Source: an optimization exercise on an open RTL-to-GDS flow (aim: small area and a short achievable clock period). Production flows keep margins and buffers that such runs may drop. RTL that was checked went through simulation tests only; none was proved equivalent to the original. No functional check of the RTL was part of runs 1 and 2. Power figures rest on the tool's default switching activity, not on a simulated workload.

**config.mk**
```make
export PLATFORM = sky130hd
export DESIGN_NAME = rpi_sample_fifo_irq
export DESIGN_NICKNAME = rpi_sample_fifo_irq
export VERILOG_FILES = /design/flow/design.v
export SDC_FILE = /design/flow/constraint.sdc
export NUM_CORES = 4
export LEC_CHECK = 0
export ABC_CLOCK_PERIOD_IN_PS = 2000
export CAP_MARGIN = 20
export CORE_MARGIN = 2
export CORE_UTILIZATION = 50
export CTS_CLUSTER_DIAMETER = 80
export CTS_CLUSTER_SIZE = 30
export SETUP_SLACK_MARGIN = 1.9
export SLEW_MARGIN = 20
```
**constraint.sdc**
```tcl
create_clock -name core_clock -period 4.0 [get_ports {clk_in}]
set_input_delay 0.8000 -clock core_clock [delete_from_list [all_inputs] [get_ports {clk_in}]]
set_output_delay 0.8000 -clock core_clock [all_outputs]
set_load 0.01 [all_outputs]
```
**design.v**
```verilog
`timescale 1ns/1ps
package rpi_sample_fifo_irq_pkg;
  localparam int SAMPLE_WIDTH          = 32;
  localparam int DEFAULT_DEPTH_LOG2    = 6;
  localparam int DEFAULT_IRQ_THRESHOLD = 32;
  localparam int DEFAULT_SYNC_STAGES   = 2;
  typedef enum logic [1:0] {
    IRQ_IDLE    = 2'd0,
    IRQ_ASSERT  = 2'd1,
    IRQ_RELEASE = 2'd2
  } irq_state_e;
endpackage
`timescale 1ns/1ps
module sync_edge_detect #(
  parameter int   STAGES    = 2,
  parameter logic RESET_VAL = 1'b1
) (
  input  logic clk_in,
  input  logic reset,
  input  logic async_in,
  output logic sync_out,
  output logic rise_pulse
);
  logic [STAGES-1:0] sync_q, sync_d;
  logic              prev_q, prev_d;
  always_comb begin
    sync_d = {sync_q[STAGES-2:0], async_in};
    prev_d = sync_q[STAGES-1];
  end
  always_ff @(posedge clk_in) begin
    if (reset) begin
      sync_q <= {STAGES{RESET_VAL}};
      prev_q <= RESET_VAL;
    end else begin
      sync_q <= sync_d;
      prev_q <= prev_d;
    end
  end
  assign sync_out   = sync_q[STAGES-1];
  assign rise_pulse = sync_q[STAGES-1] & ~prev_q;
endmodule
`timescale 1ns/1ps
module rpi_sample_fifo_irq
#(
  parameter int DATA_WIDTH    = rpi_sample_fifo_irq_pkg::SAMPLE_WIDTH,
  parameter int DEPTH_LOG2    = rpi_sample_fifo_irq_pkg::DEFAULT_DEPTH_LOG2,
  parameter int IRQ_THRESHOLD = rpi_sample_fifo_irq_pkg::DEFAULT_IRQ_THRESHOLD,
  parameter int SYNC_STAGES   = rpi_sample_fifo_irq_pkg::DEFAULT_SYNC_STAGES
) (
  input  logic                  clk_in,
  input  logic                  reset,
  input  logic [DATA_WIDTH-1:0] sample_in,
  input  logic                  sample_valid,
  input  logic                  rpi_rd_strobe,
  output logic [DATA_WIDTH-1:0] rpi_data,
  output logic                  rpi_data_valid,
  output logic                  interrupt_enable,
  output logic [DEPTH_LOG2:0]   fifo_level,
  output logic                  overflow,
  output logic                  underflow
);
  localparam int DEPTH   = 2**DEPTH_LOG2;    
  localparam int LEVEL_W = DEPTH_LOG2 + 1;
  localparam int RING    = 8;                
  logic [DEPTH-1:0][DATA_WIDTH-1:0] mem_q;
  logic [DATA_WIDTH-1:0] rpi_data_q;
  logic [RING-1:0]    wr_lo_q, wr_hi_q;
  logic [RING-1:0]    rd_lo_q, rd_hi_q;
  logic [LEVEL_W-1:0] level_q, level_d;
  logic               empty_q, empty_d;
  logic               full_q, full_d;
  logic               overflow_q, underflow_q, rpi_data_valid_q;
  logic               irq_q, release_q;
  logic strobe_sync, strobe_rise, pop_pulse;
  logic push_ok, pop_ok;
  sync_edge_detect #(
    .STAGES    (SYNC_STAGES),
    .RESET_VAL (1'b1)
  ) u_strobe_sync (
    .clk_in     (clk_in),
    .reset      (reset),
    .async_in   (rpi_rd_strobe),
    .sync_out   (strobe_sync),
    .rise_pulse (strobe_rise)
  );
  assign pop_pulse = strobe_rise & strobe_sync;
  assign pop_ok    = pop_pulse & ~empty_q;
  logic push_room;
  assign push_room = ~full_q | pop_pulse;
  assign push_ok   = sample_valid & push_room;
  logic [LEVEL_W-1:0] level_inc, level_dec, level_if_push, level_if_idle;
  always_comb begin
    level_inc     = level_q + LEVEL_W'(1);
    level_dec     = level_q - LEVEL_W'(1);
    level_if_push = (pop_ok | full_q) ? level_q : level_inc;
    level_if_idle = pop_ok ? level_dec : level_q;
    level_d       = sample_valid ? level_if_push : level_if_idle;
    empty_d       = sample_valid ? 1'b0 : (pop_ok ? (level_q == LEVEL_W'(1)) : empty_q);
    full_d        = sample_valid ? (full_q | (~pop_ok & (level_q == LEVEL_W'(DEPTH-1))))
                                 : (~pop_ok & full_q);
  end
  always_ff @(posedge clk_in) begin
    if (reset) begin
      wr_lo_q          <= RING'(1);
      wr_hi_q          <= RING'(1);
      rd_lo_q          <= RING'(1);
      rd_hi_q          <= RING'(1);
      level_q          <= '0;
      empty_q          <= 1'b1;
      full_q           <= 1'b0;
      overflow_q       <= 1'b0;
      underflow_q      <= 1'b0;
      rpi_data_valid_q <= 1'b0;
    end else begin
      if (push_ok) begin
        wr_lo_q <= {wr_lo_q[RING-2:0], wr_lo_q[RING-1]};
        if (wr_lo_q[RING-1]) wr_hi_q <= {wr_hi_q[RING-2:0], wr_hi_q[RING-1]};
      end
      if (pop_ok) begin
        rd_lo_q <= {rd_lo_q[RING-2:0], rd_lo_q[RING-1]};
        if (rd_lo_q[RING-1]) rd_hi_q <= {rd_hi_q[RING-2:0], rd_hi_q[RING-1]};
      end
      level_q          <= level_d;
      empty_q          <= empty_d;
      full_q           <= full_d;
      overflow_q       <= overflow_q  | (sample_valid & ~push_ok);
      underflow_q      <= underflow_q | (pop_pulse & empty_q);
      rpi_data_valid_q <= rpi_data_valid_q | pop_ok;
    end
  end
  logic [RING-1:0] wr_hi_en;
  assign wr_hi_en = {RING{sample_valid}} & {RING{push_room}} & wr_hi_q;
  for (genvar i = 0; i < DEPTH; i++) begin : g_row
    always_ff @(posedge clk_in) begin
      if (wr_hi_en[i / RING] & wr_lo_q[i % RING]) begin
        mem_q[i] <= sample_in;
      end
    end
  end
  logic [DATA_WIDTH-1:0] rd_data;
  logic [RING-1:0][DATA_WIDTH-1:0] rd_grp;
  always_comb begin
    rd_data = '0;
    for (int j = 0; j < RING; j++) begin
      rd_grp[j] = '0;
      for (int k = 0; k < RING; k++) begin
        rd_grp[j] = rd_grp[j] | ({DATA_WIDTH{rd_lo_q[k]}} & mem_q[j*RING+k]);
      end
      rd_data = rd_data | ({DATA_WIDTH{rd_hi_q[j]}} & rd_grp[j]);
    end
  end
  always_ff @(posedge clk_in) begin
    if (reset) begin
      rpi_data_q <= '0;
    end else if (pop_ok) begin
      rpi_data_q <= rd_data;
    end
  end
  always_ff @(posedge clk_in) begin
    if (reset) begin
      irq_q     <= 1'b0;
      release_q <= 1'b0;
    end else begin
      irq_q     <= irq_q ? ~empty_q : (~release_q & (level_q >= LEVEL_W'(IRQ_THRESHOLD)));
      release_q <= irq_q & empty_q;
    end
  end
  assign rpi_data         = rpi_data_q;
  assign rpi_data_valid   = rpi_data_valid_q;
  assign interrupt_enable = irq_q;
  assign fifo_level       = level_q;
  assign overflow         = overflow_q;
  assign underflow        = underflow_q;
endmodule
```
**run.sh**
```bash
#!/bin/bash
# synth_recipe.tcl (not shown) runs the flow's synth.tcl, then flattens the netlist and writes it again
# the make line also repeats each setting of config.mk as NAME=value (left out here)
make -C /OpenROAD-flow-scripts/flow DESIGN_CONFIG=/design/flow/config.mk WORK_HOME=/design/flow/orfs CLKGATE_MAP_FILE= SYNTH_SCRIPT=/design/flow/synth_recipe.tcl finish
```
==> results.txt, run 1 <==
global-route usage over all layers 0.308; Fmax between 300 and 400 MHz; Reg2Reg Depth 7; gp weighted congestion ~0.84; largest net degree at the start of global routing 73; Relative slew margins 0.207; H-tree depth 3; vias per cell between 6 and 7; first-pass GRT wire length ~340000 µm; # IOs 79; slowest stage delay, CP around 0.97 ns; Synth top cells by count edfxtp_1, a22oi_1, nand4_1; Syn Inst Count roughly 4200; CP max FO 10; Worst setup SP type flip-flop; Async S/R FF share, synth 0; final core occ 0.584; FF+latch count, synth approximately 2100; Worst-Margin Slew approximately 1.2 ns; Routed WL around 250000 µm; Final nets 4572; Longest Clk Path Bufs 3; Hold Crit Class flip-flop to flip-flop; pwr/cell area 418 nW/µm²; Yosys cell types 39; CTS Buf Count 90; Area contributors post-synth edfxtp_1, a22oi_1, nand4_1; DP HPWL approximately 130000 µm; post-route ant nets 0; Placed Cells roughly 6000; CTS tree done; clock root cell clkbuf_16; r2r endpoint rpi_data_q[13]$_SDFFE_PP0P_; Req. time, crit path roughly 4.6 ns; cts hold-fix bufs 0; WL per Instance roughly 37 µm; crit path cell chain buf_4, buf_8, a22oi_2, nand4_1, a222oi_1, and3_4, a211oi_2; DIE WIDTH 395 µm; total power around 37 mW; final setup margin ~1.2 ns; Leak Pwr 26.9 nW; multiplexer area fraction after synthesis 0.000131; ANT cells 0; area delta synth->final 15.9%; Post-Route Skew between 0.04 and 0.05 ns; Period minus WS final 2.76 ns; die height 395 µm; hold wc startpoint u_strobe_sync.sync_q[0]$_SDFF_PP1_; EDFF count, synth between 2000 and 2500; Via Count between 40000 and 50000; core box area around 150000 µm²; CTS sink cnt about 2100; # Max-Cap Violations 0; area of the mapped netlist ~77000 µm²; syn_nets about 4200; largest family of logic cells by synthesized area compound AO/OA/AOI/OAI gates; Hold Path Sink u_strobe_sync.sync_q[1]$_SDFF_PP1_; Placed Area between 80000 and 90000 µm²; Die Area 156000 µm²; Post-Synth Simple-Gate Area 0.0387; Core Rows roughly 140; Finished Cell Area just under 90000 µm²; complex-gate fraction of the synthesized area 0.117; vias in the first global route around 43000; top-count cell post-synth edfxtp_1; XOR/XNOR Fraction of Synth Area 0.000686; CP endpoint kind flip-flop; Slowest cell on crit path a222oi_1; share of cells above drive strength 1 0.209; Syn Area/Cell about 18 µm²; Ys Warns 2; CP bufs+invs 2; status no timing/DRC/antenna violations; Reg clk slew, reported paths 0.12 ns; max-slew violation count 0; Final Setup Violations 0; Primary FF master, synth edfxtp_1; R2R setup slack around 1.2 ns; Finished Layout Cells around 6600; total gr overflow 0; pre-CTS setup slack 0.844 ns; setup tns final 0 ns; worst IR drop on VDD roughly 0.00036 V; Adder-Cell Fraction of Synth Area 0.000653; antenna violations before repair 5; RSZ-0062 raised after global routing yes; WHS Path Cells 1; initial core utilization 0.504; CP delay by family, top compound AO/OA/AOI/OAI gates; Setup CP Type flip-flop to flip-flop; Arr. time, crit path around 3.4 ns; Fin Hold WS ~0.42 ns; drt first pass iters 7; post-synthesis sequential area ratio 0.824; Reg-to-Reg Start rd_lo_q[6]$_SDFFE_PP0P_; final period utilization 0.691; number of DRC violations after detailed-routing iteration 0 just over 7000; drt drc 0; PortBufs 78; Worst-Skew Late Latency around 0.76 ns; final hold violations 0; top-area cell type share of the netlist area 0.803; Yosys top cell by area edfxtp_1
## flip-flops by register name, summed over array words and instances (netlist names)
register,count
empty_q,1
full_q,1
irq_q,1
level_q,7
mem_q,2048
overflow_q,1
rd_hi_q,8
rd_lo_q,8
release_q,1
rpi_data_q,32
rpi_data_valid_q,1
u_strobe_sync.prev_q,1
u_strobe_sync.sync_q,2
underflow_q,1
wr_hi_q,8
wr_lo_q,8
## report_power, final
part	leakage (nW)	internal, mW	switching [mW]
combinational	6.33	0.201	0.676
sequential	19.1	24.4	0.0590
clock	1.41	4.77	7.01
total	26.9	29.4	7.75
## metal layers
layer  GRT usage  vias to the layer above  wire [µm]
li1            -                    18343          -
met1       0.448                    23957      94700
met2       0.467                     3056     112000
met3      0.0542                      414      28600
met4       0.123                        6      11100
met5           0                        -         33
## cell families (layout without fill, tap and decap cells)
logic type / Yosys count / in the layout
buf+inv: 302 / 687
simple gates: 513 / 566
flops: 2129 / 2129
fa+ha+maj: 4 / 4
xor+xnor: 6 / 6
compound gates: 1203 / 1203
mux: 1 / 1
## placed cells by master (no fill, tap or decap), types with 24 or more instances in the layout
cell type  instances
buf_12           133
clkbuf_1          24
nand2_1           62
dfxtp_2           33
buf_2             46
a21oi_1           64
a22oi_2           95
edfxtp_1        2048
nand4_1          287
buf_4            244
a22oi_1          993
a222oi_1          32
clkbuf_16         99
buf_6             47
dfxtp_4           32
nor2_1            49
and3_4           111
## how the worst max path moves through the flow
stage / depth (start not counted) / slack (ns) / startpoint / to
2_1_floorplan: 4 / 1.82 / sample_valid / mem_q[512]$_DFFE_PP_
6_report: 7 / 1.24 / rd_lo_q[6]$_SDFFE_PP0P_ / rpi_data_q[13]$_SDFFE_PP0P_
5_1_grt: 9 / 1.29 / rd_lo_q[6]$_SDFFE_PP0P_ / rpi_data_q[7]$_SDFFE_PP0P_
4_1_cts: 8 / 1.43 / rd_lo_q[6]$_SDFFE_PP0P_ / rpi_data_q[10]$_SDFFE_PP0P_
3_3_place_gp: 5 / 0.86 / sample_valid / mem_q[2017]$_DFFE_PP_
3_5_place_dp: 5 / 0.84 / sample_valid / mem_q[2017]$_DFFE_PP_
## repair_timing
item / CTS / global route
pin swaps: 104 / 59
resized for setup: 489 / 73
buffers inserted: 155 / 66
cloned: 70 / 6
hold endpoints to repair: 0 / 0
setup endpoints to repair: 2131 / 1248
## area by class of cell
cell class	count	area, µm²
Inverter	10	63.8
Sequential cell	2129	63300
Multi-Input combinational cell	1780	13500
Clock inverter	39	533
Clock buffer	117	2420
Timing Repair Buffer	520	6450
Tap cell	2030	2540
Fill cell	11383	63300
Timing Repair inverter	1	7.51
==> inputs of run 2 (changes only) <==
--- a/design.v
+++ b/design.v
@@ -130,5 +130,10 @@
   end
   logic [RING-1:0] wr_hi_en;
-  assign wr_hi_en = {RING{sample_valid}} & {RING{push_room}} & wr_hi_q;
+  fifo_ring_gate #(.N(RING)) u_wr_gate (
+    .en_a (sample_valid),
+    .en_b (push_room),
+    .ring (wr_hi_q),
+    .out  (wr_hi_en)
+  );
   for (genvar i = 0; i < DEPTH; i++) begin : g_row
     always_ff @(posedge clk_in) begin
@@ -138,16 +143,14 @@
     end
   end
+  logic [DEPTH-1:0]      rd_sel;
   logic [DATA_WIDTH-1:0] rd_data;
-  logic [RING-1:0][DATA_WIDTH-1:0] rd_grp;
-  always_comb begin
-    rd_data = '0;
-    for (int j = 0; j < RING; j++) begin
-      rd_grp[j] = '0;
-      for (int k = 0; k < RING; k++) begin
-        rd_grp[j] = rd_grp[j] | ({DATA_WIDTH{rd_lo_q[k]}} & mem_q[j*RING+k]);
-      end
-      rd_data = rd_data | ({DATA_WIDTH{rd_hi_q[j]}} & rd_grp[j]);
-    end
-  end
+  always_comb begin
+    for (int i = 0; i < DEPTH; i++) rd_sel[i] = rd_hi_q[i / RING] & rd_lo_q[i % RING];
+  end
+  fifo_read_mux #(.DEPTH(DEPTH), .WIDTH(DATA_WIDTH)) u_rd_mux (
+    .sel  (rd_sel),
+    .data (mem_q),
+    .out  (rd_data)
+  );
   always_ff @(posedge clk_in) begin
     if (reset) begin
@@ -173,2 +176,37 @@
   assign underflow        = underflow_q;
 endmodule
+module fifo_ring_gate #(
+  parameter int N = 8
+) (
+  input  logic         en_a,
+  input  logic         en_b,
+  input  logic [N-1:0] ring,
+  output logic [N-1:0] out
+);
+  assign out = {N{en_a & en_b}} & ring;
+endmodule
+module fifo_read_mux #(
+  parameter int DEPTH = 64,
+  parameter int WIDTH = 32
+) (
+  input  logic [DEPTH-1:0]            sel,
+  input  logic [DEPTH-1:0][WIDTH-1:0] data,
+  output logic [WIDTH-1:0]            out
+);
+  localparam int G = 8;
+  logic [DEPTH/G-1:0][WIDTH-1:0] grp;
+  always_comb begin
+    for (int g = 0; g < DEPTH/G; g++) begin
+      for (int b = 0; b < WIDTH; b++) begin
+        logic [G-1:0] t;
+        for (int k = 0; k < G; k++) t[k] = sel[g*G+k] & data[g*G+k][b];
+        grp[g][b] = |t;
+      end
+    end
+    for (int b = 0; b < WIDTH; b++) begin
+      logic [DEPTH/G-1:0] u;
+      for (int g = 0; g < DEPTH/G; g++) u[g] = grp[g][b];
+      out[b] = |u;
+    end
+  end
+endmodule
--- a/config.mk
+++ b/config.mk
@@ -6,10 +6,10 @@
 export NUM_CORES = 4
 export LEC_CHECK = 0
-export ABC_CLOCK_PERIOD_IN_PS = 2000
 export CAP_MARGIN = 20
 export CORE_MARGIN = 2
-export CORE_UTILIZATION = 50
+export CORE_UTILIZATION = 40
 export CTS_CLUSTER_DIAMETER = 80
 export CTS_CLUSTER_SIZE = 30
-export SETUP_SLACK_MARGIN = 1.9
+export SETUP_SLACK_MARGIN = 1.95
 export SLEW_MARGIN = 20
+export SYNTH_HIERARCHICAL = 1
==> run 2 against run 1 <==
Effect of this change:
- critical path depth unchanged
- sequential share of layout area shrank 1.7 points
- routed wire length rose by 4.3%
- core utilization shrank 10 points
- combinational power down 4.3%
- synthesized area down 0.16%
- worst hold slack got worse by 0.16 ns
- critical endpoint is now rpi_data_q[13]$_SDFFE_PP0N_
- largest cell class unchanged
- largest power group unchanged
==> results.txt, run 2 <==
status no timing/DRC/antenna violations; Req. time, crit path 4.64 ns (about the same); vias per cell 6.37 (-7.8%); DP HPWL 149000 µm (+18%); complex-gate fraction of the synthesized area 0.123 (+0.00594); CP delay by family, top simple AND/OR/NAND/NOR gates; Post-Route Skew 0.0510 ns (+0.00969 ns); NetSw 8.27 mW (+6.7%); Longest Clk Path Bufs 3 (unchanged); CTS Buf Count 101 (+12%); # Max-Cap Violations 0 (unchanged); Logic pwr share 0.022 (-0.002); max reg flops 2048 (unchanged); Core Rows 160 (+12%); Placed Cells 6516 (+5.6%); FF+latch count, synth 2129 (unchanged); Reg2Reg Depth 7 (unchanged); CTS tree done; R2R setup slack 0.96 ns (-0.28 ns); area of the mapped netlist 76500 µm² (-0.16%); clock root cell clkbuf_16; Reg clk slew, reported paths 0.11 ns (about the same); RSZ-0062 raised after global routing yes; pwr/cell area 421 nW/µm² (+0.60%); hold wc startpoint sample_in[4]; final period utilization 0.760 (+0.0690); Arr. time, crit path 3.68 ns (+0.29 ns); largest family of logic cells by synthesized area compound AO/OA/AOI/OAI gates; post-route ant nets 0 (unchanged); Relative slew margins 0.182 (-0.0252); antenna violations before repair 18 (+13); max-slew violation count 0 (unchanged); CP bufs+invs 1 (-1); WHS Path Cells 1 (unchanged); Routed WL 257000 µm (+4.3%); first-pass GRT wire length 343000 µm (+1.4%); drt first pass iters 5 (-2); share of cells above drive strength 1 0.269 (+0.0600); Hold Path Sink mem_q[1860]$_DFFE_PP_; largest net degree at the start of global routing 65 (-11%); most common cell after layout, fill and taps aside edfxtp_1; area delta synth->final 19.1%; XOR/XNOR Fraction of Synth Area 0.000114 (-0.000571); number of DRC violations after detailed-routing iteration 0 7129 (+1.2%); # IOs 79 (unchanged); Synth top cells by count edfxtp_1, a221oi_1, a22o_1; Worst-Skew Late Latency 0.79 ns (+0.03 ns); final hold violations 0 (unchanged); Setup CP Type flip-flop to flip-flop; CP endpoint kind flip-flop; biggest regs mem_q (2048), rpi_data_q (32); setup tns final 0 ns (unchanged); Clk pwr share 0.340 (+0.023); vias in the first global route 41180 (-3.4%); Post-Synth Simple-Gate Area 0.0343 (-0.00436); Final Setup Violations 0 (unchanged); gp weighted congestion 0.958 (+14%); Async S/R FF share, synth 0 (unchanged); syn_nets 3965 (-5.6%); CP max FO 32 (+22); r2r endpoint rpi_data_q[13]$_SDFFE_PP0N_; top-area cell type share of the netlist area 0.804 (+0.00126); slowest stage delay, CP 0.76 ns (-0.21 ns); Biggest register mem_q; DIE WIDTH 441 µm (+12%); worst IR drop on VDD 0.000378 V (+4.0%); Leak Pwr 28.8 nW (+7.2%); core box area 190000 µm² (+25%); Syn Inst Count 3925 (-5.6%); Adder-Cell Fraction of Synth Area 0.000654 (+0.00000103); Reg-to-Reg Start rd_hi_q[0]$_SDFFE_PP1P_; Fmax 329 MHz (-9.1%); Yosys top cell by area edfxtp_1; Worst-Margin Slew 1.23 ns (+0.0379 ns); Syn Area/Cell 19.5 µm² (+5.8%); top-count cell post-synth edfxtp_1; total gr overflow 0 (unchanged); Ys Warns 9 (+7); crit path cell chain and2_1, buf_12, a221oi_4, nand4_1, or4_4, nand2_4, a21oi_2; Area contributors post-synth edfxtp_1, a221oi_1, a22o_1; Final nets 4440 (-2.9%); EDFF count, synth 2048 (unchanged); global-route usage over all layers 0.254 (-0.0547); drt drc 0 (unchanged); Via Count 44636 (-2.5%); initial core utilization 0.402 (-0.102); pre-CTS setup slack 0.167 ns (-0.677 ns); Period minus WS final 3.04 ns (+0.276 ns); final setup margin 0.960 ns (-0.276 ns); WL per Instance 36.7 µm (-1.3%); CTS sink cnt 2129 (unchanged); Worst setup SP type flip-flop; Finished Layout Cells 7005 (+5.7%); commonest cells after routing, fill and taps aside edfxtp_1, a22o_1, a221oi_1; Int Power 30.1 mW (+2.3%); Slowest cell on crit path or4_4; Reg power frac 0.638 (-0.021); Yosys cell types 47 (+21%); H-tree depth 3 (unchanged); Die Area 195000 µm² (+25%); post-synthesis sequential area ratio 0.825 (+0.00129); PortBufs 78 (unchanged); Sw Share 0.216 (+0.00711); Hold Crit Class primary input to flip-flop; multiplexer area fraction after synthesis 0.00155 (+0.00142); Primary FF master, synth edfxtp_1; die height 441 µm (+12%)
==> run 2: worst register-to-register path, stage by stage, from the launching register on <==
cell,delay (ns)
dfxtp_4,0.40
and2_1,0.21
buf_12,0.19
a221oi_4,0.52
nand4_1,0.67
or4_4,0.76
nand2_4,0.08
a21oi_2,0.06
==> run 2: what timing repair did <==
| item | 4_1_cts | 5_1_grt |
|---|---|---|
| buffers inserted | 130 | 62 |
| resized for setup | 713 | 223 |
| hold buffers | 0 | 0 |
| gates cloned | 81 | 19 |
| pin swaps | 68 | 75 |
| endpoints found under the setup margin | 2156 | 1029 |
| hold endpoints to repair | 0 | 0 |
==> run 2: kinds of logic after synthesis <==
logic type | after synthesis
XOR/XNOR | 1
AND/OR/NAND/NOR | 462
multiplexers | 11
flip-flops | 2129
buffers and inverters | 219
adder cells (fa/ha/maj) | 4
AO/OA/AOI/OAI | 1099
==> run 2: layout make-up <==
| type | instances | area (µm²) |
|---|---|---|
| Antenna cell | 12 | 30.0 |
| Tap cell | 2511 | 3140 |
| Sequential cell | 2129 | 63300 |
| Multi-Input combinational cell | 1670 | 15600 |
| Clock buffer | 110 | 2670 |
| Inverter | 4 | 15.0 |
| Timing Repair Buffer | 494 | 5470 |
| Clock inverter | 75 | 895 |
| Fill cell | 15513 | 99100 |
==> run 2: worst max-delay path by stage <==
stage,start,endpoint,slack [ns],cells after the start
detailed placement,rd_hi_q[7]$_SDFFE_PP0P_,rpi_data_q[13]$_SDFFE_PP0N_,0.17,8
finish,rd_hi_q[0]$_SDFFE_PP1P_,rpi_data_q[13]$_SDFFE_PP0N_,0.96,7
CTS,rd_hi_q[3]$_SDFFE_PP0P_,rpi_data_q[13]$_SDFFE_PP0N_,1.06,8
global route,rd_hi_q[0]$_SDFFE_PP1P_,rpi_data_q[13]$_SDFFE_PP0N_,1.09,7
floorplan,u_strobe_sync.sync_q[1]$_SDFF_PP1_,mem_q[0]$_DFFE_PP_,1.97,5
global placement,rd_hi_q[7]$_SDFFE_PP0P_,rpi_data_q[13]$_SDFFE_PP0N_,0.14,8
==> run 2: stage by stage <==
stage | util | area [µm²] | hold WS, ns | total power, mW
2_1_floorplan | - | 76700 | 0.383 | 25.1
3_3_place_gp | 0.426 | 81000 | 0.395 | 25.7
4_1_cts | 0.468 | 89100 | 0.211 | 38.4
5_1_grt | 0.479 | 91100 | 0.234 | 39.2
6_report | 0.479 | 91100 | 0.255 | 38.3
3_5_place_dp | 0.426 | 81000 | 0.399 | 25.8
==> run 2: per-layer routing <==
layer,part of all wire,global-route usage,routed length [µm],vias up
met5,0.00015,0,39,-
met4,0.059,0.121,15300,6
met3,0.10,0.0380,25800,424
met2,0.45,0.388,116000,2684
met1,0.39,0.358,100000,23583
li1,-,-,-,17939
==> run 2: power by group through the flow <==
stage / Sequential [mW] / Combinational (mW) / Clock [mW]
after CTS: 24.5 / 0.820 / 13.1
after detailed placement: 25.0 / 0.774 / 0
after floorplan: 25.0 / 0.117 / 0
after global placement: 25.0 / 0.754 / 0
after global routing: 24.5 / 0.869 / 13.8
final: 24.5 / 0.839 / 13.0
==> inputs of run 3 (changes only) <==
--- a/design.v
+++ b/design.v
@@ -63,8 +63,11 @@
   localparam int LEVEL_W = DEPTH_LOG2 + 1;
   localparam int RING    = 8;                
+  localparam int RD_GRPS = 4;                
+  localparam int RD_ROWS = DEPTH / RD_GRPS;  
   logic [DEPTH-1:0][DATA_WIDTH-1:0] mem_q;
   logic [DATA_WIDTH-1:0] rpi_data_q;
   logic [RING-1:0]    wr_lo_q, wr_hi_q;
-  logic [RING-1:0]    rd_lo_q, rd_hi_q;
+  logic [RD_ROWS-1:0] rd_lo_q;
+  logic [RD_GRPS-1:0] rd_hi_q;
   logic [LEVEL_W-1:0] level_q, level_d;
   logic               empty_q, empty_d;
@@ -104,6 +107,6 @@
       wr_lo_q          <= RING'(1);
       wr_hi_q          <= RING'(1);
-      rd_lo_q          <= RING'(1);
-      rd_hi_q          <= RING'(1);
+      rd_lo_q          <= RD_ROWS'(1);
+      rd_hi_q          <= RD_GRPS'(1);
       level_q          <= '0;
       empty_q          <= 1'b1;
@@ -118,6 +121,6 @@
       end
       if (pop_ok) begin
-        rd_lo_q <= {rd_lo_q[RING-2:0], rd_lo_q[RING-1]};
-        if (rd_lo_q[RING-1]) rd_hi_q <= {rd_hi_q[RING-2:0], rd_hi_q[RING-1]};
+        rd_lo_q <= {rd_lo_q[RD_ROWS-2:0], rd_lo_q[RD_ROWS-1]};
+        if (rd_lo_q[RD_ROWS-1]) rd_hi_q <= {rd_hi_q[RD_GRPS-2:0], rd_hi_q[RD_GRPS-1]};
       end
       level_q          <= level_d;
@@ -143,14 +146,25 @@
     end
   end
-  logic [DEPTH-1:0]      rd_sel;
+  logic [RD_GRPS-1:0][DATA_WIDTH-1:0] rd_grp_d, rd_grp_q;
+  for (genvar g = 0; g < RD_GRPS; g++) begin : g_rd_grp
+    fifo_read_mux #(.DEPTH(RD_ROWS), .WIDTH(DATA_WIDTH)) u_rd_mux (
+      .sel  (rd_lo_q),
+      .data (mem_q[g*RD_ROWS +: RD_ROWS]),
+      .out  (rd_grp_d[g])
+    );
+  end
+  logic [DATA_WIDTH-1:0] sample_prev_q;
+  logic                  bypass_q;
+  always_ff @(posedge clk_in) begin
+    rd_grp_q      <= rd_grp_d;
+    sample_prev_q <= sample_in;
+    bypass_q      <= push_ok & empty_q;
+  end
   logic [DATA_WIDTH-1:0] rd_data;
   always_comb begin
-    for (int i = 0; i < DEPTH; i++) rd_sel[i] = rd_hi_q[i / RING] & rd_lo_q[i % RING];
-  end
-  fifo_read_mux #(.DEPTH(DEPTH), .WIDTH(DATA_WIDTH)) u_rd_mux (
-    .sel  (rd_sel),
-    .data (mem_q),
-    .out  (rd_data)
-  );
+    rd_data = '0;
+    for (int g = 0; g < RD_GRPS; g++) rd_data = rd_data | ({DATA_WIDTH{rd_hi_q[g]}} & rd_grp_q[g]);
+    if (bypass_q) rd_data = sample_prev_q;
+  end
   always_ff @(posedge clk_in) begin
     if (reset) begin
@@ -187,5 +201,5 @@
 endmodule
 module fifo_read_mux #(
-  parameter int DEPTH = 64,
+  parameter int DEPTH = 16,
   parameter int WIDTH = 32
 ) (
@@ -194,5 +208,5 @@
   output logic [WIDTH-1:0]            out
 );
-  localparam int G = 8;
+  localparam int G = 4;
   logic [DEPTH/G-1:0][WIDTH-1:0] grp;
   always_comb begin
--- a/config.mk
+++ b/config.mk
@@ -9,6 +9,6 @@
 export CORE_MARGIN = 2
 export CORE_UTILIZATION = 40
-export CTS_CLUSTER_DIAMETER = 80
-export CTS_CLUSTER_SIZE = 30
+export CTS_CLUSTER_DIAMETER = 60
+export CTS_CLUSTER_SIZE = 25
 export SETUP_SLACK_MARGIN = 1.95
 export SLEW_MARGIN = 20
==> run 3 against run 2 <==
Effect of this change:
- synthesized area grew 5.1%
- core utilization shrank 1.5 points
- count of clock-buffer cells in the layout grew 61
- worst hold slack gained 0.077 ns
- critical path type is now flip-flop to output port
- largest cell class unchanged
- largest power group unchanged
- highest routed layer unchanged
==> results.txt, run 3 <==
most common cell after layout, fill and taps aside edfxtp_1; antenna violations before repair 28 (+10); initial core utilization 0.402 (about the same); Worst-Margin Slew 1.19 ns (-0.0374 ns); Syn Area/Cell 19.5 µm² (about the same); syn_nets 4168 (+5.1%); vias in the first global route 41296 (+0.28%); pwr/cell area 466 nW/µm² (+11%); # IOs 79 (unchanged); Via Count 44540 (-0.22%); final hold violations 0 (unchanged); Final Setup Violations 0 (unchanged); hold wc startpoint sample_in[2]; Primary FF master, synth edfxtp_1; r2r endpoint rd_grp_q[61]$_DFF_P_; # Max-Cap Violations 0 (unchanged); Async S/R FF share, synth 0 (unchanged); top-count cell post-synth edfxtp_1; RSZ-0062 raised after global routing yes; Reg clk slew, reported paths 0.10 ns (about the same); CP bufs+invs 1 (unchanged); Placed Area 84900 µm² (+4.7%); setup tns final 0 ns (unchanged); Final nets 4425 (-0.34%); Core Rows 164 (+2.5%); DP HPWL 143000 µm (-4.1%); FF+latch count, synth 2294 (+7.8%); R2R setup slack 1.87 ns (+0.91 ns); slowest stage delay, CP 0.43 ns (-0.33 ns); Yosys top cell by area edfxtp_1; EDFF count, synth 2048 (unchanged); worst IR drop on VDD 0.000461 V (+22%); Synth top cells by count edfxtp_1, a22o_1, a221oi_1; Die Area 205000 µm² (+5.1%); cts hold-fix bufs 0 (unchanged); post-synthesis sequential area ratio 0.826 (+0.000841); total gr overflow 0 (unchanged); top-area cell type share of the netlist area 0.765 (-0.0392); CP max FO 2 (-94%); Routed WL 242000 µm (-5.9%); launch point of the worst path rpi_data_q[12]$_SDFFE_PP0N_; drt first pass iters 9 (+4); CP endpoint kind output port; die height 452 µm (+2.5%); Period minus WS final 2.16 ns (-0.877 ns); share of cells above drive strength 1 0.203 (-0.0652); Post-Route Skew 0.0372 ns (-0.0138 ns); WL per Instance 33.8 µm (-8.0%); first-pass GRT wire length 332000 µm (-3.2%); CTS sink cnt 2294 (+7.8%); Finished Layout Cells 7165 (+2.3%); H-tree depth 4 (+1); Relative slew margins 0.206 (+0.0249); largest net degree at the start of global routing 90 (+38%); number of DRC violations after detailed-routing iteration 0 7259 (+1.8%); WHS Path Cells 1 (unchanged); CP delay by family, top flip-flops; PortBufs 78 (unchanged); Arr. time, crit path 1.36 ns (-2.32 ns); global-route usage over all layers 0.230 (-0.0237); CTS tree done; Fmax 462 MHz (+41%); crit path cell chain buf_6; commonest cells after routing, fill and taps aside edfxtp_1, a22o_1, a221oi_1; Syn Inst Count 4128 (+5.2%); Ys Warns 9 (unchanged); vias per cell 6.22 (-2.4%); drt drc 0 (unchanged); Finished Cell Area 92700 µm² (+1.8%); Yosys cell types 43 (-8.5%); area of the mapped netlist 80400 µm² (+5.1%); # fillers 16677 (+7.5%); Hold Crit Class primary input to flip-flop; final period utilization 0.541 (-0.219); max reg flops 2048 (unchanged); biggest regs mem_q (2048), rd_grp_q (128); Worst setup SP type flip-flop; DIE WIDTH 452 µm (+2.5%); Leak Pwr 29.1 nW (+1.1%); Biggest register mem_q; Hold Path Sink mem_q[1058]$_DFFE_PP_; total power 43.2 mW (+13%); area delta synth->final 15.3%; Longest Clk Path Bufs 3 (unchanged); Reg2Reg Depth 5 (-2); Reg-to-Reg Start rd_lo_q[4]$_SDFFE_PP0N_; Fin Hold WS 0.331 ns (+0.0768 ns); Slowest cell on crit path dfxtp_4; Placed Cells 6788 (+4.2%); max-slew violation count 0 (unchanged); core box area 200000 µm² (+5.1%); CTS Buf Count 138 (+37%); Area contributors post-synth edfxtp_1, dfxtp_1, a22o_1; Req. time, crit path 3.20 ns (-1.44 ns); Worst-Skew Late Latency 0.80 ns (about the same); gp weighted congestion 0.893 (-6.8%); post-route ant nets 0 (unchanged); Setup CP Type flip-flop to output port; status no timing/DRC/antenna violations; clock root cell clkbuf_16
-- run 3: changes by cell type after synthesis, moves of 34 or more --
cell,change
buf_6,+43
a21oi_1,+34
dfxtp_1,+165
nand2_1,-59
and2_1,-64
nor2_1,+34
-- run 3: final cells by class --
type / instances / area [µm²] / share of cell area
clock buffers: 171 / 3860 / 0.0416
multi-input cells: 1591 / 13800 / 0.149
well taps: 2656 / 3320 / 0.0358
inverters: 5 / 18.8 / 0.000202
flip-flops and latches: 2294 / 66600 / 0.718
diodes: 7 / 17.5 / 0.000189
repair buffers: 355 / 4070 / 0.0439
clock inverters: 86 / 997 / 0.0108
-- run 3: kinds of logic after synthesis --
group	Yosys count	share of synthesized area
flops	2294	0.826
compound gates	1197	0.127
mux	13	0.00171
simple gates	374	0.0259
buf+inv	245	0.0189
xor+xnor	1	0.000109
fa+ha+maj	4	0.000622
-- run 3: per-layer routing --
layer,wire length [µm],global-route usage,up-vias
met1,96900,0.329,23583
met4,9060,0.0756,12
li1,-,-,18192
met3,23400,0.0389,349
met5,80,0,-
met2,113000,0.359,2404
-- run 3: report_power, final --
part,switching [mW],internal [mW],total [mW]
logic,0.786,0.220,1.01
clock network,8.25,7.78,16.0
registers,0.100,26.1,26.2
-- run 3: worst max-delay path by stage --
stage	endpoint	slack, ns	depth (start not counted)
6_report	rpi_data[12]	1.84	1
5_1_grt	rpi_data[12]	1.79	1
4_1_cts	rd_grp_q[102]$_DFF_P_	1.75	4
3_5_place_dp	mem_q[589]$_DFFE_PP_	0.79	5
3_3_place_gp	mem_q[584]$_DFFE_PP_	0.80	5
2_1_floorplan	mem_q[0]$_DFFE_PP_	1.80	5
-- run 3: metrics by stage --
stage	worst slack (ns)	utilization
floorplan	1.80	-
global placement	0.799	0.425
detailed placement	0.789	0.425
CTS	1.75	0.459
global route	1.79	0.464
finish	1.84	0.464
-- run 3: timing repair --
action	4_1_cts	5_1_grt
pin swaps	19	11
endpoints found under the setup margin	2264	1589
gates cloned	3	4
gates resized for setup	519	100
setup buffers	47	59
hold endpoints to repair	0	0
==> inputs of run 4 (changes only) <==
--- a/design.v
+++ b/design.v
@@ -133,9 +133,10 @@
   end
   logic [RING-1:0] wr_hi_en;
-  fifo_ring_gate #(.N(RING)) u_wr_gate (
-    .en_a (sample_valid),
-    .en_b (push_room),
-    .ring (wr_hi_q),
-    .out  (wr_hi_en)
+  fifo_write_gate #(.N(RING)) u_wr_gate (
+    .valid     (sample_valid),
+    .full      (full_q),
+    .rise      (strobe_rise),
+    .ring      (wr_hi_q),
+    .out       (wr_hi_en)
   );
   for (genvar i = 0; i < DEPTH; i++) begin : g_row
@@ -190,13 +191,14 @@
   assign underflow        = underflow_q;
 endmodule
-module fifo_ring_gate #(
+module fifo_write_gate #(
   parameter int N = 8
 ) (
-  input  logic         en_a,
-  input  logic         en_b,
+  input  logic         valid,
+  input  logic         full,
+  input  logic         rise,
   input  logic [N-1:0] ring,
   output logic [N-1:0] out
 );
-  assign out = {N{en_a & en_b}} & ring;
+  assign out = {N{valid & (~full | rise)}} & ring;
 endmodule
 module fifo_read_mux #(
--- a/config.mk
+++ b/config.mk
@@ -8,6 +8,6 @@
 export CAP_MARGIN = 20
 export CORE_MARGIN = 2
-export CORE_UTILIZATION = 40
-export CTS_CLUSTER_DIAMETER = 60
+export CORE_UTILIZATION = 50
+export CTS_CLUSTER_DIAMETER = 100
 export CTS_CLUSTER_SIZE = 25
 export SETUP_SLACK_MARGIN = 1.95
==> run 4 against run 3 <==
Effect of this change:
- count of clock-buffer cells in the layout grew 17
- critical path type is now flip-flop to flip-flop
- largest cell class unchanged
- first-iteration DRC count is 5.4% lower
- flip-flop and latch count unchanged
- sequential share of layout area grew 2.7 points
- global-route usage up 5.5 points
- still clean
- register-to-register slack got worse by 0.05 ns
- routed wire length fell by 1.4%
- fmax down 0.62%
==> results.txt, run 4 <==
CTS sink cnt 2294 (unchanged); crit path cell chain buf_12, a22o_1, a221oi_2, nand4_1; Reg clk slew, reported paths 0.10 ns (about the same); CP endpoint kind flip-flop; clock root cell clkbuf_16; worst IR drop on VDD 0.000327 V (-29%); EDFF count, synth 2048 (unchanged); H-tree depth 3 (-1); Yosys top cell by area edfxtp_1; Syn Area/Cell 19.5 µm² (about the same); WL per Instance 36.4 µm (+7.7%); DP HPWL 136000 µm (-4.4%); max reg flops 2048 (unchanged); largest family of logic cells by synthesized area compound AO/OA/AOI/OAI gates; Longest Clk Path Bufs 3 (unchanged); drt drc 0 (unchanged); gp weighted congestion 0.826 (-7.5%); Arr. time, crit path 2.61 ns (+1.25 ns); Post-Route Skew 0.0267 ns (-0.0105 ns); slowest stage delay, CP 0.53 ns (+0.10 ns); Hold Crit Class flip-flop to flip-flop; drt first pass iters 7 (-2); # fillers 12087 (-28%); CTS Buf Count 101 (-27%); biggest regs mem_q (2048), rd_grp_q (128); FF+latch count, synth 2294 (unchanged); die height 405 µm (-10%); Biggest register mem_q; complex-gate fraction of the synthesized area 0.127 (about the same); Final nets 4347 (-1.8%); Period minus WS final 2.18 ns (+0.0134 ns); Post-Synth Simple-Gate Area 0.0261 (+0.000167); Routed WL 239000 µm (-1.4%); XOR/XNOR Fraction of Synth Area 0.000109 (about the same); CP max FO 12 (+10); max-slew violation count 0 (unchanged); # IOs 79 (unchanged); final core occ 0.557 (+0.0933); syn_nets 4169 (+0.024%); final hold violations 0 (unchanged); first-pass GRT wire length 324000 µm (-2.5%); CP bufs+invs 1 (unchanged); Finished Layout Cells 6559 (-8.5%); Yosys cell types 44 (+2.3%); initial core utilization 0.502 (+0.0997); Async S/R FF share, synth 0 (unchanged); Adder-Cell Fraction of Synth Area 0.000622 (about the same); Core Rows 147 (-10%); PortBufs 78 (unchanged); area delta synth->final 11.0%; # Max-Cap Violations 0 (unchanged); Synth top cells by count edfxtp_1, a22o_1, a221oi_1; setup tns final 0 ns (unchanged); core box area 160000 µm² (-20%); multiplexer area fraction after synthesis 0.00171 (about the same); RSZ-0062 raised after global routing yes; CP delay by family, top compound AO/OA/AOI/OAI gates; antenna violations before repair 23 (-18%); Fmax 459 MHz (-0.62%); share of cells above drive strength 1 0.148 (-0.0560); DIE WIDTH 405 µm (-10%); Ys Warns 9 (unchanged); most common cell after layout, fill and taps aside edfxtp_1; Relative slew margins 0.199 (-0.00707); vias per cell 6.66 (+7.2%); top-count cell post-synth edfxtp_1; Worst setup SP type flip-flop; final period utilization 0.544 (+0.00336); global-route usage over all layers 0.285 (+0.0548); area of the mapped netlist 80400 µm² (about the same); Placed Cells 6260 (-7.8%); cts hold-fix bufs 0 (unchanged); post-synthesis sequential area ratio 0.826 (about the same); Slowest cell on crit path nand4_1; Via Count 43702 (-1.9%); top-area cell type share of the netlist area 0.765 (about the same); number of DRC violations after detailed-routing iteration 0 6870 (-5.4%); vias in the first global route 40339 (-2.3%); pwr/cell area 440 nW/µm² (-5.7%); commonest cells after routing, fill and taps aside edfxtp_1, a22o_1, a221oi_1; Die Area 164000 µm² (-20%); largest net degree at the start of global routing 84 (-6.7%); CTS tree done; Worst-Skew Late Latency 0.76 ns (-0.04 ns); Syn Inst Count 4129 (+0.024%); status no timing/DRC/antenna violations; Worst-Margin Slew 1.20 ns (+0.0106 ns); Req. time, crit path 4.43 ns (+1.23 ns); Setup CP Type flip-flop to flip-flop; Final Setup Violations 0 (unchanged); Leak Pwr 27.7 nW (-4.8%); Primary FF master, synth edfxtp_1; total gr overflow 0 (unchanged); post-route ant nets 0 (unchanged); Area contributors post-synth edfxtp_1, dfxtp_1, a22o_1
-- run 4: cell count changes after synthesis, sizes merged --
cell and delta:
nand2b +1
-- run 4: worst reg2reg max path, stage by stage (launching register included) --
cell and delay [ns]:
dfxtp_4 0.49, buf_12 0.23, a22o_1 0.26, a221oi_2 0.34, nand4_1 0.53
-- run 4: repair_timing --
item | in CTS | in global routing
buffers inserted | 58 | 40
pin swaps | 16 | 13
resized for setup | 454 | 31
setup endpoints to repair | 2256 | 1403
cloned | 5 | 1
-- run 4: through the flow --
stage	cell area, µm²	setup slack, ns	power, mW	hold slack, ns
CTS	88700	1.68	39.4	0.404
global route	89300	1.81	40.2	0.403
detailed placement	83900	0.960	27.6	0.410
finish	89300	1.82	39.3	0.434
global placement	83900	0.991	27.6	0.415
floorplan	80500	1.86	26.9	0.383
-- run 4: worst paths after layout --
kind / to / start / cells after the start / slack (ns)
worst min-delay path: u_strobe_sync.sync_q[1]$_SDFF_PP1_ / u_strobe_sync.sync_q[0]$_SDFF_PP1_ / 1 / 0.43
worst max-delay path: rd_grp_q[110]$_DFF_P_ / rd_lo_q[5]$_SDFFE_PP0N_ / 4 / 1.82
worst max register to register: rd_grp_q[110]$_DFF_P_ / rd_lo_q[5]$_SDFFE_PP0N_ / 4 / 1.82
worst min register to register: u_strobe_sync.sync_q[1]$_SDFF_PP1_ / u_strobe_sync.sync_q[0]$_SDFF_PP1_ / 1 / 0.43
-- run 4: cell type report --
type                    count  area (µm²)  share of cell area
repair buffers            313        3850              0.0432
flip-flops and latches   2294       66600               0.746
diodes                      6        15.0            0.000168
clock inverters             1        3.75           0.0000420
multi-input cells        1592       13100               0.147
well taps                2160        2700              0.0303
inverters                   5        18.8            0.000210
clock buffers             188        2960              0.0332
-- run 4: per-layer routing --
metal / global-route usage / wire length (µm) / vias up
li1: - / - / 17947
met1: 0.418 / 96400 / 23126
met2: 0.444 / 111000 / 2315
met3: 0.0477 / 23400 / 302
met4: 0.0771 / 7320 / 12
met5: 0 / 89 / -
-- run 4: cell families after synthesis --
| kind of cell | count (synthesis) |
|---|---|
| AOI/OAI and AO/OA | 1197 |
| xor gates and xnor gates | 1 |
| adders and majority gates | 4 |
| buffers and inverters | 245 |
| DFF | 2294 |
| muxes | 13 |
| and+or+nand+nor | 375 |
-- run 4: power breakdown --
group	total [mW]	internal, mW	switching [mW]
combinational	0.915	0.189	0.726
clock	12.2	5.04	7.11
sequential	26.2	26.1	0.0976
total	39.3	31.3	7.94
==> inputs of run 5 (changes only) <==
--- a/config.mk
+++ b/config.mk
@@ -8,8 +8,8 @@
 export CAP_MARGIN = 20
 export CORE_MARGIN = 2
-export CORE_UTILIZATION = 50
+export CORE_UTILIZATION = 40
 export CTS_CLUSTER_DIAMETER = 100
 export CTS_CLUSTER_SIZE = 25
-export SETUP_SLACK_MARGIN = 1.95
+export SETUP_SLACK_MARGIN = 1.8
 export SLEW_MARGIN = 20
 export SYNTH_HIERARCHICAL = 1
==> run 5 against run 4 <==
Effect of this change:
- power hardly changed
- final cell count is 5.8% higher
- synthesized cell count is the same
- core utilization decreased by 12 points
- design area is 1.2% lower
- fmax shrank 2.8%
- count of clock-buffer cells in the layout down 17
- sequential share of layout area rose by 0.90 points
- non-clock buffer count down 98
==> results.txt, run 5 <==
Clk pwr share 0.309 (about the same); post-synthesis sequential area ratio 0.826 (unchanged); Core Rows 164 (+12%); Primary FF master, synth edfxtp_1; commonest cells after routing, fill and taps aside edfxtp_1, a22o_1, a221oi_1; PortBufs 78 (unchanged); clock root cell clkbuf_16; Post-Route Skew 0.0348 ns (+0.00809 ns); die height 452 µm (+12%); Via Count 42537 (-2.7%); CTS tree done; Reg clk slew, reported paths 0.10 ns (about the same); Period minus WS final 2.24 ns (+0.0627 ns); Synth top cells by count edfxtp_1, a22o_1, a221oi_1; Routed WL 223000 µm (-6.8%); CTS sink cnt 2294 (unchanged); Logic pwr share 0.023 (about the same); Syn Area/Cell 19.5 µm² (unchanged); Area contributors post-synth edfxtp_1, dfxtp_1, a22o_1; RSZ-0062 raised after global routing yes; Yosys top cell by area edfxtp_1; Req. time, crit path 4.45 ns (+0.02 ns); setup tns final 0 ns (unchanged); Final nets 4250 (-2.2%); Placed Cells 6745 (+7.7%); DP HPWL 136000 µm (-0.14%); Reg power frac 0.667 (about the same); # Max-Cap Violations 0 (unchanged); top-area cell type share of the netlist area 0.765 (unchanged); H-tree depth 3 (unchanged); Worst-Margin Slew 1.30 ns (+0.0996 ns); antenna violations before repair 19 (-17%); final hold violations 0 (unchanged); Ys Warns 9 (unchanged); Int Power 31.3 mW (about the same); core box area 200000 µm² (+25%); Finished Layout Cells 6942 (+5.8%); # IOs 79 (unchanged); post-route ant nets 0 (unchanged); vias in the first global route 39827 (-1.3%); area delta synth->final 9.68%; Async S/R FF share, synth 0 (unchanged); first-pass GRT wire length 310000 µm (-4.2%); share of cells above drive strength 1 0.131 (-0.0170); Longest Clk Path Bufs 3 (unchanged); CP endpoint kind flip-flop; CP max FO 28 (+16); status no timing/DRC/antenna violations; Syn Inst Count 4129 (unchanged); number of DRC violations after detailed-routing iteration 0 6497 (-5.4%); Sw Share 0.202 (about the same); gp weighted congestion 0.863 (+4.5%); final period utilization 0.560 (+0.0157); syn_nets 4169 (unchanged); Die Area 205000 µm² (+25%); top-count cell post-synth edfxtp_1; Biggest register mem_q; total gr overflow 0 (unchanged); Yosys cell types 44 (unchanged); drt drc 0 (unchanged); Worst setup SP type flip-flop; WL per Instance 32.1 µm (-12%); worst IR drop on VDD 0.000349 V (+6.7%); largest net degree at the start of global routing 68 (-19%); Arr. time, crit path 2.69 ns (+0.08 ns); Worst-Skew Late Latency 0.77 ns (about the same); drt first pass iters 9 (+2); Fmax 447 MHz (-2.8%); max reg flops 2048 (unchanged); total power 39.3 mW (about the same); initial core utilization 0.402 (-0.0996); max-slew violation count 0 (unchanged); CTS Buf Count 102 (+0.99%); Relative slew margins 0.133 (-0.0664); FF+latch count, synth 2294 (unchanged); biggest regs mem_q (2048), rd_grp_q (128); NetSw 7.94 mW (about the same); global-route usage over all layers 0.212 (-0.0724); pwr/cell area 445 nW/µm² (+1.2%); area of the mapped netlist 80400 µm² (unchanged); Leak Pwr 27.0 nW (-2.6%); Hold Crit Class primary input to flip-flop; most common cell after layout, fill and taps aside edfxtp_1; DIE WIDTH 452 µm (+12%); vias per cell 6.13 (-8.0%); Final Setup Violations 0 (unchanged); EDFF count, synth 2048 (unchanged); Setup CP Type flip-flop to flip-flop
## run 5: kinds of logic after synthesis
logic type               Yosys count  share of synthesized area
flip-flops                      2294                      0.826
AO/OA/AOI/OAI                   1197                      0.127
AND/OR/NAND/NOR                  375                     0.0261
buffers and inverters            245                     0.0189
multiplexers                      13                    0.00171
adder cells (fa/ha/maj)            4                   0.000622
XOR/XNOR                           1                   0.000109
## run 5: power groups by stage
stage	logic (mW)	registers [mW]	clock network, mW
5_1_grt	0.957	26.2	13.1
3_5_place_dp	0.889	26.8	0
2_1_floorplan	0.204	26.7	0
4_1_cts	0.909	26.2	12.3
3_3_place_gp	0.869	26.8	0
6_report	0.918	26.2	12.2
## run 5: path summary, 6_finish.rpt
check                                to                startpoint  slack, ns  cells past startpoint
setup / recovery  rd_grp_q[104]$_DFF_P_  rd_lo_q[14]$_SDFFE_PP0N_       1.76                      3
hold / removal    mem_q[1787]$_DFFE_PP_             sample_in[27]       0.41                      1
setup reg to reg  rd_grp_q[104]$_DFF_P_  rd_lo_q[14]$_SDFFE_PP0N_       1.76                      3
hold reg to reg    rd_grp_q[53]$_DFF_P_      mem_q[949]$_DFFE_PP_       0.49                      2
## run 5: timing repair
action,4_1_cts,5_1_grt
pin swaps,5,8
endpoints found under the hold margin,0,0
endpoints found under the setup margin,2186,656
buffers inserted,13,2
resized for setup,298,72
cloned,1,1
hold buffers,0,0
## run 5: metrics by stage
stage / worst slack [ns] / hold slack [ns] / util / area [µm²]
final: 1.76 / 0.408 / 0.441 / 88200
after detailed placement: 0.752 / 0.474 / 0.422 / 84300
after CTS: 1.66 / 0.359 / 0.440 / 87900
after floorplan: 1.86 / 0.383 / - / 80500
after global placement: 0.750 / 0.479 / 0.422 / 84300
after global routing: 1.69 / 0.373 / 0.441 / 88200
## run 5: cell type report
class                      count  area [µm²]
clock inverter                 6        70.1
antenna                        3        7.51
sequential                  2294       66600
clock buffer                 171        2920
fill                       17160      112000
inverter                       5        18.8
multi-input combinational   1592       13100
tap                         2656        3320
timing repair buffer         215        2140
## run 5: worst max-delay path, stage by stage (launching register included)
cell	delay, ns
dfxtp_4	0.54
a22o_1	0.28
a221oi_1	0.51
nand4_1	0.56
## run 5: routing by layer
metal | track usage | routed length, µm | share of wire
met1 | 0.332 | 96700 | 0.43
met2 | 0.309 | 97400 | 0.44
met3 | 0.0369 | 22900 | 0.10
met4 | 0.0475 | 5560 | 0.025
met5 | 0 | 28 | 0.00013
==> inputs of run 6 (changes only) <==
--- a/config.mk
+++ b/config.mk
@@ -11,5 +11,5 @@
 export CTS_CLUSTER_DIAMETER = 100
 export CTS_CLUSTER_SIZE = 25
-export SETUP_SLACK_MARGIN = 1.8
+export SETUP_SLACK_MARGIN = 2.1
 export SLEW_MARGIN = 20
 export SYNTH_HIERARCHICAL = 1
==> run 6 against run 5 <==
Effect of this change:
- critical path depth shrank 2
- first-iteration DRC count grew 29%
- core utilization grew 2.4 points
- register-to-register slack gained 0.08 ns
- highest routed layer unchanged
==> results.txt, run 6 <==
syn_nets 4169 (unchanged); commonest cells after routing, fill and taps aside edfxtp_1, a22o_1, a221oi_1; Area contributors post-synth edfxtp_1, dfxtp_1, a22o_1; Period minus WS final 2.17 ns (-0.0675 ns); die height 452 µm (unchanged); Worst-Skew Late Latency 0.76 ns (about the same); total gr overflow 0 (unchanged); biggest regs mem_q (2048), rd_grp_q (128); first-pass GRT wire length 351000 µm (+13%); area delta synth->final 15.6%; max reg flops 2048 (unchanged); Worst-Margin Slew 1.20 ns (-0.103 ns); CTS tree done; CTS Buf Count 103 (+0.98%); Leak Pwr 29.0 nW (+7.7%); cts hold-fix bufs 0 (unchanged); met1 Resource Use GR 0.343 (+0.0104); EDFF count, synth 2048 (unchanged); routing usage on met3 0.0525 (+0.0156); H-tree depth 3 (unchanged); Arr. time, crit path 1.37 ns (-1.32 ns); antenna violations before repair 15 (-4); Via Count 46370 (+9.0%); crit path cell chain buf_6; number of DRC violations after detailed-routing iteration 0 8404 (+29%); post-synthesis sequential area ratio 0.826 (unchanged); DP HPWL 141000 µm (+3.6%); clock root cell clkbuf_16; Synth top cells by count edfxtp_1, a22o_1, a221oi_1; Die Area 205000 µm² (unchanged); FF+latch count, synth 2294 (unchanged); Ys Warns 9 (unchanged); PortBufs 78 (unchanged); area of the mapped netlist 80400 µm² (unchanged); Global Route met2 Usage 0.383 (+0.0745); Final Setup Violations 0 (unchanged); Syn Inst Count 4129 (unchanged); Primary FF master, synth edfxtp_1; largest net degree at the start of global routing 99 (+46%); Fin Hold WS 0.439 ns (+0.0311 ns); Slowest cell on crit path dfxtp_4; slowest stage delay, CP 0.48 ns (-0.08 ns); WHS Path Cells 1 (unchanged); Worst setup SP type flip-flop; Yosys top cell by area edfxtp_1; Reg clk slew, reported paths 0.10 ns (about the same); initial core utilization 0.402 (unchanged); global-route usage over all layers 0.247 (+0.0346); RSZ-0062 raised after global routing yes; drt drc 0 (unchanged); Yosys cell types 44 (unchanged); Async S/R FF share, synth 0 (unchanged); share of cells above drive strength 1 0.215 (+0.0847); Req. time, crit path 3.20 ns (-1.25 ns); max-slew violation count 0 (unchanged); most common cell after layout, fill and taps aside edfxtp_1; Biggest register mem_q; Core Rows 164 (unchanged); drt first pass iters 10 (+1); Longest Clk Path Bufs 3 (unchanged); Hold Crit Class primary input to flip-flop; Syn Area/Cell 19.5 µm² (unchanged); GR peak layer met2; CP bufs+invs 1 (+1); Reg2Reg Depth 6 (+3); Post-Route Skew 0.0368 ns (+0.00206 ns); Final nets 4524 (+6.4%); final hold violations 0 (unchanged); vias in the first global route 41989 (+5.4%); vias per cell 6.41 (+4.6%); # Max-Cap Violations 0 (unchanged); status no timing/DRC/antenna violations; top-count cell post-synth edfxtp_1; CTS sink cnt 2294 (unchanged); post-route ant nets 0 (unchanged); setup tns final 0 ns (unchanged); number of stages on the worst setup path 1 (-2); CP endpoint kind output port; Fmax 460 MHz (+3.1%); DIE WIDTH 452 µm (unchanged); CP delay by family, top flip-flops; gp weighted congestion 0.897 (+4.0%); Relative slew margins 0.202 (+0.0686); final period utilization 0.543 (-0.0169); core box area 200000 µm² (unchanged); top-area cell type share of the netlist area 0.765 (unchanged); Routed WL 268000 µm (+20%); pwr/cell area 426 nW/µm² (-4.3%); Setup CP Type flip-flop to output port; WL per Instance 37.0 µm (+15%); # IOs 79 (unchanged); worst IR drop on VDD 0.000319 V (-8.6%); CP max FO 2 (-93%)
## run 6: cell counts after synthesis
Identical to the previous run, type by type.
## run 6: final cells by class
type | count | area (µm²)
Sequential cell | 2294 | 66700
Multi-Input combinational cell | 1734 | 15600
Fill cell | 16610 | 107000
Clock buffer | 183 | 2920
Antenna cell | 9 | 22.5
Timing Repair Buffer | 346 | 4370
Tap cell | 2656 | 3320
Inverter | 5 | 18.8
Clock inverter | 6 | 70.1
## run 6: worst reg2reg max path, cell delays in order (launching register included)
cell and delay, ns:
dfxtp_4 0.37, buf_12 0.13, buf_12 0.12, a222oi_1 0.97
a211oi_1 0.16, a21oi_1 0.21, nor2_1 0.06
## run 6: stage by stage
step / setup WS (ns) / std cells / total power, mW / cell area (µm²) / util
finish: 1.83 / 7233 / 39.6 / 93000 / 0.465
global route: 1.81 / 7224 / 40.5 / 92900 / 0.465
CTS: 1.78 / 7126 / 39.6 / 91500 / 0.458
detailed placement: 0.818 / 6707 / 27.7 / 84000 / 0.420
global placement: 0.837 / 6706 / 27.7 / 84000 / 0.420
floorplan: 2.10 / 4129 / 26.9 / 80600 / -
## run 6: per-layer routing
layer  part of all wire  vias up
met5           0.000026        -
met4              0.047        2
met3               0.11      462
met2               0.46     3119
met1               0.38    24291
li1                   -    18496
## run 6: what timing repair did
| action | in CTS | in global routing |
|---|---|---|
| cloned | 101 | 54 |
| setup endpoints to repair | 2280 | 1216 |
| pin swaps | 42 | 21 |
| buffers inserted | 129 | 44 |
| gates resized for setup | 628 | 107 |
| hold endpoints to repair | 0 | 0 |
## run 6: final timing paths
path | from | slack, ns | end
setup / recovery | irq_q$_SDFF_PP0_ | 1.83 | interrupt_enable
hold / removal | sample_in[0] | 0.44 | mem_q[192]$_DFFE_PP_
setup reg to reg | rd_hi_q[0]$_SDFFE_PP1P_ | 1.84 | rpi_data_q[15]$_SDFFE_PP0N_
hold reg to reg | u_strobe_sync.sync_q[0]$_SDFF_PP1_ | 0.47 | u_strobe_sync.sync_q[1]$_SDFF_PP1_
## run 6: cell families after synthesis
logic type,share of synthesized area
DFF,0.826
AOI/OAI and AO/OA,0.127
and+or+nand+nor,0.0261
buffers and inverters,0.0189
muxes,0.00171
adders and majority gates,0.000622
xor gates and xnor gates,0.000109
## run 6: power breakdown
part	switching, mW	total, mW	leakage (nW)	internal, mW
Clock	7.25	12.3	1.42	5.03
Sequential	0.147	26.3	20.5	26.1
Combinational	0.822	1.06	7.09	0.238
Total	8.22	39.6	29.0	31.4
==> inputs of run 7 (changes only) <==
--- a/config.mk
+++ b/config.mk
@@ -11,5 +11,6 @@
 export CTS_CLUSTER_DIAMETER = 100
 export CTS_CLUSTER_SIZE = 25
-export SETUP_SLACK_MARGIN = 2.1
+export PLACE_DENSITY = 0.7
+export SETUP_SLACK_MARGIN = 1.95
 export SLEW_MARGIN = 20
 export SYNTH_HIERARCHICAL = 1
==> run 7 against run 6 <==
Effect of this change:
- still clean on timing, DRC and antenna
- design area shrank 3.0%
- worst hold slack lost 0.095 ns
- clock skew grew 0.017 ns
- setup slack lost 0.13 ns
- count of clock-buffer cells in the layout grew 2
- core utilization shrank 1.4 points
- routed wire length shrank 13%
- die area is the same
- power shrank 0.66%
- first-iteration DRC count shrank 16%
- non-clock buffer count shrank 59
- fmax shrank 5.6%
- critical path type is now flip-flop to flip-flop
==> results.txt, run 7 <==
status no timing/DRC/antenna violations; Final Setup Violations 0 (unchanged); Arr. time, crit path 2.90 ns (+1.53 ns); XOR/XNOR Fraction of Synth Area 0.000109 (unchanged); biggest regs mem_q (2048), rd_grp_q (128); die height 452 µm (unchanged); Area contributors post-synth edfxtp_1, dfxtp_1, a22o_1; Longest Clk Path Bufs 3 (unchanged); Adder-Cell Fraction of Synth Area 0.000622 (unchanged); # Max-Cap Violations 0 (unchanged); most common cell after layout, fill and taps aside edfxtp_1; Hold Crit Class primary input to flip-flop; Yosys cell types 44 (unchanged); post-route ant nets 0 (unchanged); clock root cell clkbuf_16; Post-Synth Simple-Gate Area 0.0261 (unchanged); post-synthesis sequential area ratio 0.826 (unchanged); top-count cell post-synth edfxtp_1; antenna violations before repair 14 (-1); initial core utilization 0.402 (unchanged); pwr/cell area 436 nW/µm² (+2.5%); global-route usage over all layers 0.219 (-0.0281); max reg flops 2048 (unchanged); Routed WL 234000 µm (-13%); worst IR drop on VDD 0.000369 V (+16%); WL per Instance 33.1 µm (-11%); Finished Layout Cells 7060 (-2.4%); top-area cell type share of the netlist area 0.765 (unchanged); area of the mapped netlist 80400 µm² (unchanged); Primary FF master, synth edfxtp_1; slowest stage delay, CP 1.12 ns (+0.64 ns); total gr overflow 0 (unchanged); Placed Area 84400 µm² (+0.47%); hold wc startpoint sample_in[3]; complex-gate fraction of the synthesized area 0.127 (unchanged); drt drc 0 (unchanged); Fmax 435 MHz (-5.6%); Ys Warns 9 (unchanged); Worst-Margin Slew 1.34 ns (+0.142 ns); Reg2Reg Depth 5 (-1); CP max FO 5 (+3); Worst-Skew Late Latency 0.78 ns (+0.02 ns); number of DRC violations after detailed-routing iteration 0 7039 (-16%); Via Count 44173 (-4.7%); DP HPWL 134000 µm (-4.9%); core box area 200000 µm² (unchanged); largest family of logic cells by synthesized area compound AO/OA/AOI/OAI gates; final hold violations 0 (unchanged); share of cells above drive strength 1 0.154 (-0.0616); largest net degree at the start of global routing 90 (-9.1%); first-pass GRT wire length 319000 µm (-9.3%); FF+latch count, synth 2294 (unchanged); RSZ-0062 raised after global routing yes; Leak Pwr 27.8 nW (-4.4%); Biggest register mem_q; Core Rows 164 (unchanged); Post-Route Skew 0.0543 ns (+0.0175 ns); Reg-to-Reg Start rd_hi_q[0]$_SDFFE_PP1P_; commonest cells after routing, fill and taps aside edfxtp_1, a22o_1, a221oi_1; Finished Cell Area 90100 µm² (-3.0%); WHS Path Cells 1 (unchanged); R2R setup slack 1.70 ns (-0.14 ns); Async S/R FF share, synth 0 (unchanged); Syn Inst Count 4129 (unchanged); setup tns final 0 ns (unchanged); Worst setup SP type flip-flop; area delta synth->final 12.1%; vias in the first global route 41442 (-1.3%); multiplexer area fraction after synthesis 0.00171 (unchanged); cts hold-fix bufs 0 (unchanged); Synth top cells by count edfxtp_1, a22o_1, a221oi_1; syn_nets 4169 (unchanged); launch point of the worst path rd_hi_q[0]$_SDFFE_PP1P_; EDFF count, synth 2048 (unchanged); CP endpoint kind flip-flop; drt first pass iters 10 (unchanged); final period utilization 0.575 (+0.0321); H-tree depth 3 (unchanged); Setup CP Type flip-flop to flip-flop; Final nets 4340 (-4.1%); Die Area 205000 µm² (unchanged); # IOs 79 (unchanged); Relative slew margins 0.107 (-0.0948); Req. time, crit path 4.60 ns (+1.40 ns); vias per cell 6.26 (-2.4%); crit path cell chain buf_12, a222oi_1, a211oi_2, a21oi_1, nor2_1; Syn Area/Cell 19.5 µm² (unchanged); PortBufs 78 (unchanged); gp weighted congestion 0.914 (+1.9%); Placed Cells 6747 (+0.60%); Period minus WS final 2.30 ns (+0.128 ns); CTS tree done; CTS sink cnt 2294 (unchanged); max-slew violation count 0 (unchanged); Reg clk slew, reported paths 0.10 ns (about the same); Fin Hold WS 0.345 ns (-0.0947 ns); DIE WIDTH 452 µm (unchanged); Yosys top cell by area edfxtp_1; CTS Buf Count 103 (unchanged); Slowest cell on crit path a222oi_1
-- run 7: cell counts after synthesis --
No cell type changed its count.
-- run 7: power by group --
| group | internal, mW | switching (mW) | total (mW) | leakage (nW) |
|---|---|---|---|---|
| combinational | 0.194 | 0.756 | 0.950 | 5.80 |
| clock | 5.05 | 7.12 | 12.2 | 1.44 |
| sequential | 26.1 | 0.0997 | 26.2 | 20.5 |
-- run 7: worst paths after layout --
check                                  endpoint
min                       mem_q[1379]$_DFFE_PP_
min reg2reg  u_strobe_sync.sync_q[1]$_SDFF_PP1_
max                 rpi_data_q[19]$_SDFFE_PP0N_
max reg2reg         rpi_data_q[19]$_SDFFE_PP0N_
-- run 7: worst max-delay path, delay by kind of cell, from the launching register on --
kind / cells / cell delay [ns]
AOI/OAI and AO/OA: 3 / 1.52
and+or+nand+nor: 1 / 0.08
buffers and inverters: 1 / 0.13
DFF: 1 / 0.39
-- run 7: repair_timing --
action / in CTS / in global routing
pin swaps: 22 / 11
gates resized for setup: 501 / 77
gates cloned: 15 / 11
setup buffers: 63 / 15
setup endpoints to repair: 2252 / 1414
-- run 7: per-layer routing --
layer	routed length, µm	up-vias	GRT usage
li1	-	17989	-
met1	84300	22847	0.289
met2	109000	2864	0.346
met3	26900	469	0.0429
met5	26	-	0
met4	13300	4	0.112
-- run 7: cell type report --
class                           count  area (µm²)
Multi-Input combinational cell   1609       13400
Sequential cell                  2294       66600
Timing Repair Buffer              287        3640
Clock inverter                      8         108
Clock buffer                      185        2930
Tap cell                         2656        3320
Inverter                            5        18.8
Antenna cell                       16        40.0
Fill cell                       16489      110000
-- run 7: cells by family (layout without fill, tap and decap cells) --
family	count (synthesis)	after routing
AO/OA/AOI/OAI	1197	1197
XOR/XNOR	1	1
adder cells (fa/ha/maj)	4	4
buffers and inverters	245	485
flip-flops	2294	2294
multiplexers	13	13
other	0	16
AND/OR/NAND/NOR	375	394
-- run 7: through the flow --
step | worst slack (ns) | util | total power [mW]
final | 1.70 | 0.451 | 39.3
after global routing | 1.86 | 0.451 | 40.2
after CTS | 1.83 | 0.447 | 39.3
after detailed placement | 0.665 | 0.422 | 27.7
after global placement | 0.701 | 0.422 | 27.6
after floorplan | 1.86 | - | 26.9

[afterwards: timing with drivers on the ports]
Ports are ideal in the flow. The routed layouts listed here were re-timed in OpenROAD. Step 1 (the two cells are an assumption about what drives the block):
set clk [get_ports {clk_in}]
set_driving_cell -lib_cell sky130_fd_sc_hd__clkbuf_16 $clk
set_driving_cell -lib_cell sky130_fd_sc_hd__buf_2 [delete_from_list [all_inputs] $clk]
Step 2 adds t to the input delays and takes it off the output delays; t is the mean of the earliest and latest rising clock arrival at the registers after step 1. Input paths then give back, and output paths get back, about the clock's delay inside the block. Slacks: ideal / step 1 / step 2; pairs: ideal / step 1.
run	shift t [ns]	setup WS [ns]	slew at the worst register clock pin (ns)
run 1	0.829	1.236 / 1.236 / 1.102	0.12 / 0.12
run 2	0.867	0.960 / 0.960 / 0.948	0.11 / 0.11
run 3	0.857	1.837 / 1.762 / 1.173	0.10 / 0.10
run 4	0.831	1.823 / 1.755 / 1.208	0.10 / 0.10
run 5	0.835	1.761 / 1.758 / 1.227	0.10 / 0.10
run 6	0.835	1.828 / 1.740 / 1.210	0.10 / 0.10
run 7	0.836	1.700 / 1.700 / 1.399	0.11 / 0.11
After both steps setup and hold are still met in every run listed. For run 3, which loses most, drivers alone change the setup slack by -0.075 ns; drivers and shift together by -0.664 ns.
